Context: an optimization exercise on an open-source flow, tuned for small area, a short achievable clock period and few clock cycles. The choices shown serve that exercise and are no tape-out recipe.
The RTL was checked by simulation tests, not by an equivalence proof against the original design.
Power figures rest on the tool's default switching activity, not on a simulated workload. The clock port is modelled as an ideal driver; clocking choices that lean on that would not hold on a real chip.

## pcie_queue_top
module pcie_queue_top (
    input  logic           pcie_clk,
    input  logic           pcie_reset_n,
    input  logic [4:0]     nb_queues,
    input  logic [17:0]    pcie_address,
    input  logic           pcie_write,
    input  logic           pcie_read,
    input  logic [511:0]   pcie_writedata,
    input  logic [63:0]    pcie_byteenable,
    output logic [511:0]   pcie_readdata,
    output logic           pcie_readdatavalid,
    input  logic           dma_done,
    input  logic [31:0]    new_tail,
    output logic [2:0]     active_queue,
    output logic [31:0]    active_tail,
    output logic [31:0]    active_head,
    output logic [63:0]    active_kmem_addr,
    output logic           frb_read,
    output logic [11:0]    frb_address,
    input  logic [511:0]   frb_readdata,
    input  logic           frb_readvalid
);
    logic [7:0]   cur_onehot;
    logic [7:0]   view_onehot;
    logic [7:0]   rd_onehot;
    logic [127:0] rd_words;
    queue_switch_fsm u_switch_fsm (
        .pcie_clk     (pcie_clk),
        .pcie_reset_n (pcie_reset_n),
        .nb_queues    (nb_queues),
        .dma_done     (dma_done),
        .cur_queue    (active_queue),
        .cur_onehot   (cur_onehot),
        .view_onehot  (view_onehot)
    );
    queue_reg_file u_reg_file (
        .pcie_clk         (pcie_clk),
        .pcie_reset_n     (pcie_reset_n),
        .pcie_address     (pcie_address),
        .pcie_write       (pcie_write),
        .pcie_writedata   (pcie_writedata),
        .pcie_byteenable  (pcie_byteenable),
        .dma_done         (dma_done),
        .new_tail         (new_tail),
        .cur_onehot       (cur_onehot),
        .view_onehot      (view_onehot),
        .rd_onehot        (rd_onehot),
        .rd_words         (rd_words),
        .active_tail      (active_tail),
        .active_head      (active_head),
        .active_kmem_addr (active_kmem_addr)
    );
    pio_read_path u_read_path (
        .pcie_clk           (pcie_clk),
        .pcie_reset_n       (pcie_reset_n),
        .pcie_address       (pcie_address),
  ...
Size: about 3900 cells after synthesis, ~1900 flip-flops, roughly 1800 I/O pins.
==> flow/config.mk <==
export PLATFORM = sky130hd
export DESIGN_NAME = pcie_queue_top
export DESIGN_NICKNAME = pcie_queue_top
export VERILOG_FILES = /design/flow/design.v
export SDC_FILE = /design/flow/constraint.sdc
export NUM_CORES = 4
export LEC_CHECK = 0
export CAP_MARGIN = 20
export CORE_AREA = 15 15 345 345
export CTS_CLUSTER_DIAMETER = 80
export CTS_CLUSTER_SIZE = 30
export DIE_AREA = 0 0 360 360
export SETUP_SLACK_MARGIN = 2.7
export SLEW_MARGIN = 20
export SYNTH_HIERARCHICAL = 1
==> flow/constraint.sdc <==
create_clock -name core_clock -period 5.0 [get_ports {pcie_clk}]
set_input_delay 1.0000 -clock core_clock [delete_from_list [all_inputs] [get_ports {pcie_clk}]]
set_output_delay 1.0000 -clock core_clock [all_outputs]
set_load 0.01 [all_outputs]
standard.sh (not shown) runs the stock make flow with config.mk's settings and CLKGATE_MAP_FILE= SYNTH_SCRIPT=/design/flow/synth_recipe.tcl, a recipe that flattens the netlist after the stock synthesis.
==> flow/flow/run.sh <==
#!/bin/bash
# Standard ORFS layout, with the port buffers made of the smallest buffer cell
# (every input and output port still gets its own buffer), the IO pins
# allowed on every routing track so the die can be smaller, and a clock tree
# built without dummy balancing loads.
set -euo pipefail
cd "$(dirname "$0")/.."
bash standard.sh \
  "BUFFER_PORTS_ARGS=-buffer_cell sky130_fd_sc_hd__buf_1" \
  "PLACE_PINS_ARGS=-min_distance 1 -min_distance_in_tracks" \
  "CTS_ARGS=-sink_clustering_enable -repair_clock_nets -sink_clustering_size 30 -sink_clustering_max_diameter 80 -dont_use_dummy_load" \
  finish > make_finish.log 2>&1
The baseline ran to the end with no violations.
Testbench counts at the start, summed over its fixed seeds: cycles 3,208.
Edit:
Settings changed: SETUP_SLACK_MARGIN 2.7 to 2.6.
The changed run went through all stages and came out clean.
Setup slack is better by 0.035 ns.
Design area shrinks by 0.51%.
Maximum frequency goes up by 1.4%.
Global-route usage fell by 1.2 points.
Clock-buffer cell count does not change.
Flip-flop and latch count is unchanged.
Utilization fell by 0.34 points.
Synthesized area does not change.
Final cell count is about the same.
Power went down by 0.40%.

--- another note on this design; it stands on its own ---

## branch cedar
// pcie_queue_top
module pcie_queue_top (
    input  logic           pcie_clk,
    input  logic           pcie_reset_n,
    input  logic [4:0]     nb_queues,
    input  logic [17:0]    pcie_address,
    input  logic           pcie_write,
    input  logic           pcie_read,
    input  logic [511:0]   pcie_writedata,
    input  logic [63:0]    pcie_byteenable,
    output logic [511:0]   pcie_readdata,
    output logic           pcie_readdatavalid,
    input  logic           dma_done,
    input  logic [31:0]    new_tail,
    output logic [2:0]     active_queue,
    output logic [31:0]    active_tail,
    output logic [31:0]    active_head,
    output logic [63:0]    active_kmem_addr,
    output logic           frb_read,
    output logic [11:0]    frb_address,
    input  logic [511:0]   frb_readdata,
    input  logic           frb_readvalid
);
    logic [7:0]   cur_onehot;
    logic [7:0]   view_onehot;
    logic [7:0]   rd_onehot;
    logic [127:0] rd_words;
    queue_switch_fsm u_switch_fsm (
        .pcie_clk     (pcie_clk),
        .pcie_reset_n (pcie_reset_n),
  ...
clock: 5.0 ns
lec_check: 0
cap_margin: 20
core_area: 20 20 400 400
cts_cluster_diameter: 80
cts_cluster_size: 30
die_area: 0 0 420 420
setup_slack_margin: 2.5
slew_margin: 20
synth_hierarchical: 1
standard.sh (not shown) runs the stock make flow with config.mk's settings and CLKGATE_MAP_FILE= SYNTH_SCRIPT=/design/flow/synth_recipe.tcl, a recipe that flattens the netlist after the stock synthesis.
==> flow/flow/run.sh <==
#!/bin/bash
# Standard ORFS layout, with the port buffers made of the smallest buffer cell
# (every input and output port still gets its own buffer) and the IO pins
# allowed on every routing track, so the die can be smaller.
set -euo pipefail
cd "$(dirname "$0")/.."
bash standard.sh \
  "BUFFER_PORTS_ARGS=-buffer_cell sky130_fd_sc_hd__buf_1" \
  "PLACE_PINS_ARGS=-min_distance 1 -min_distance_in_tracks" \
  finish > make_finish.log 2>&1
branch cedar was carried through to the last stage, and its layout satisfied the timing, DRC and antenna checks.
Testbench counts of branch cedar, summed over its fixed seeds: cycles 3,208.
Inputs modified between branch cedar and branch tundra:
- CORE_AREA now 15 15 375 375, was 20 20 400 400
- DIE_AREA now 0 0 390 390, was 0 0 420 420
==> flow/flow/run.sh <==
#!/bin/bash
# Standard ORFS layout, with the port buffers made of the smallest buffer cell
# (every input and output port still gets its own buffer), the IO pins
# allowed on every routing track so the die can be smaller, and a clock tree
# built without dummy balancing loads.
set -euo pipefail
cd "$(dirname "$0")/.."
bash standard.sh \
  "BUFFER_PORTS_ARGS=-buffer_cell sky130_fd_sc_hd__buf_1" \
  "PLACE_PINS_ARGS=-min_distance 1 -min_distance_in_tracks" \
  "CTS_ARGS=-sink_clustering_enable -repair_clock_nets -sink_clustering_size 30 -sink_clustering_max_diameter 80 -dont_use_dummy_load" \
  finish > make_finish.log 2>&1
Results
branch tundra was carried through to the last stage, and its layout satisfied the timing, DRC and antenna checks.
Changes observed in branch tundra relative to branch cedar: routability congestion estimate from global placement went up by about 10%; register-to-register slack went down by 0.09 ns; fraction of power spent switching nets went down by 1.5 points.
Summary of branch tundra over branch cedar: overall power has decreased, xor and xnor area share after synthesis flat.

-- static timing again, ports no longer ideal --
Ports are ideal in the flow. The routed layouts listed here were re-timed in OpenROAD.
Step 1 (the two cells are an assumption about what drives the block):
set clk [get_ports {pcie_clk}]
set_driving_cell -lib_cell sky130_fd_sc_hd__clkbuf_16 $clk
set_driving_cell -lib_cell sky130_fd_sc_hd__buf_2 [delete_from_list [all_inputs] $clk]
Step 2 times the ports against the registers' clock, not the clock port: input delays grow and output delays shrink by t, the midpoint of the rising clock arrivals with the driver on.
Slacks: ideal / step 1 / step 2; pairs: ideal / step 1.
run	shift t [ns]	setup slack, ns	worst register clock-pin slew, ns	worst slew at a driven data input, ns
the first run of note 1	0.752	2.490 / 2.426 / 1.810	0.12 / 0.12	0.23
the second run of note 1	0.752	2.525 / 2.466 / 1.796	0.12 / 0.12	0.20
branch cedar	0.797	2.475 / 2.418 / 1.702	0.12 / 0.12	0.22
branch tundra	0.784	2.479 / 2.417 / 1.702	0.12 / 0.12	0.24
After both steps every run listed still meets setup and hold. For branch tundra, which loses most, drivers alone change the setup slack by -0.062 ns; drivers and shift together by -0.777 ns.
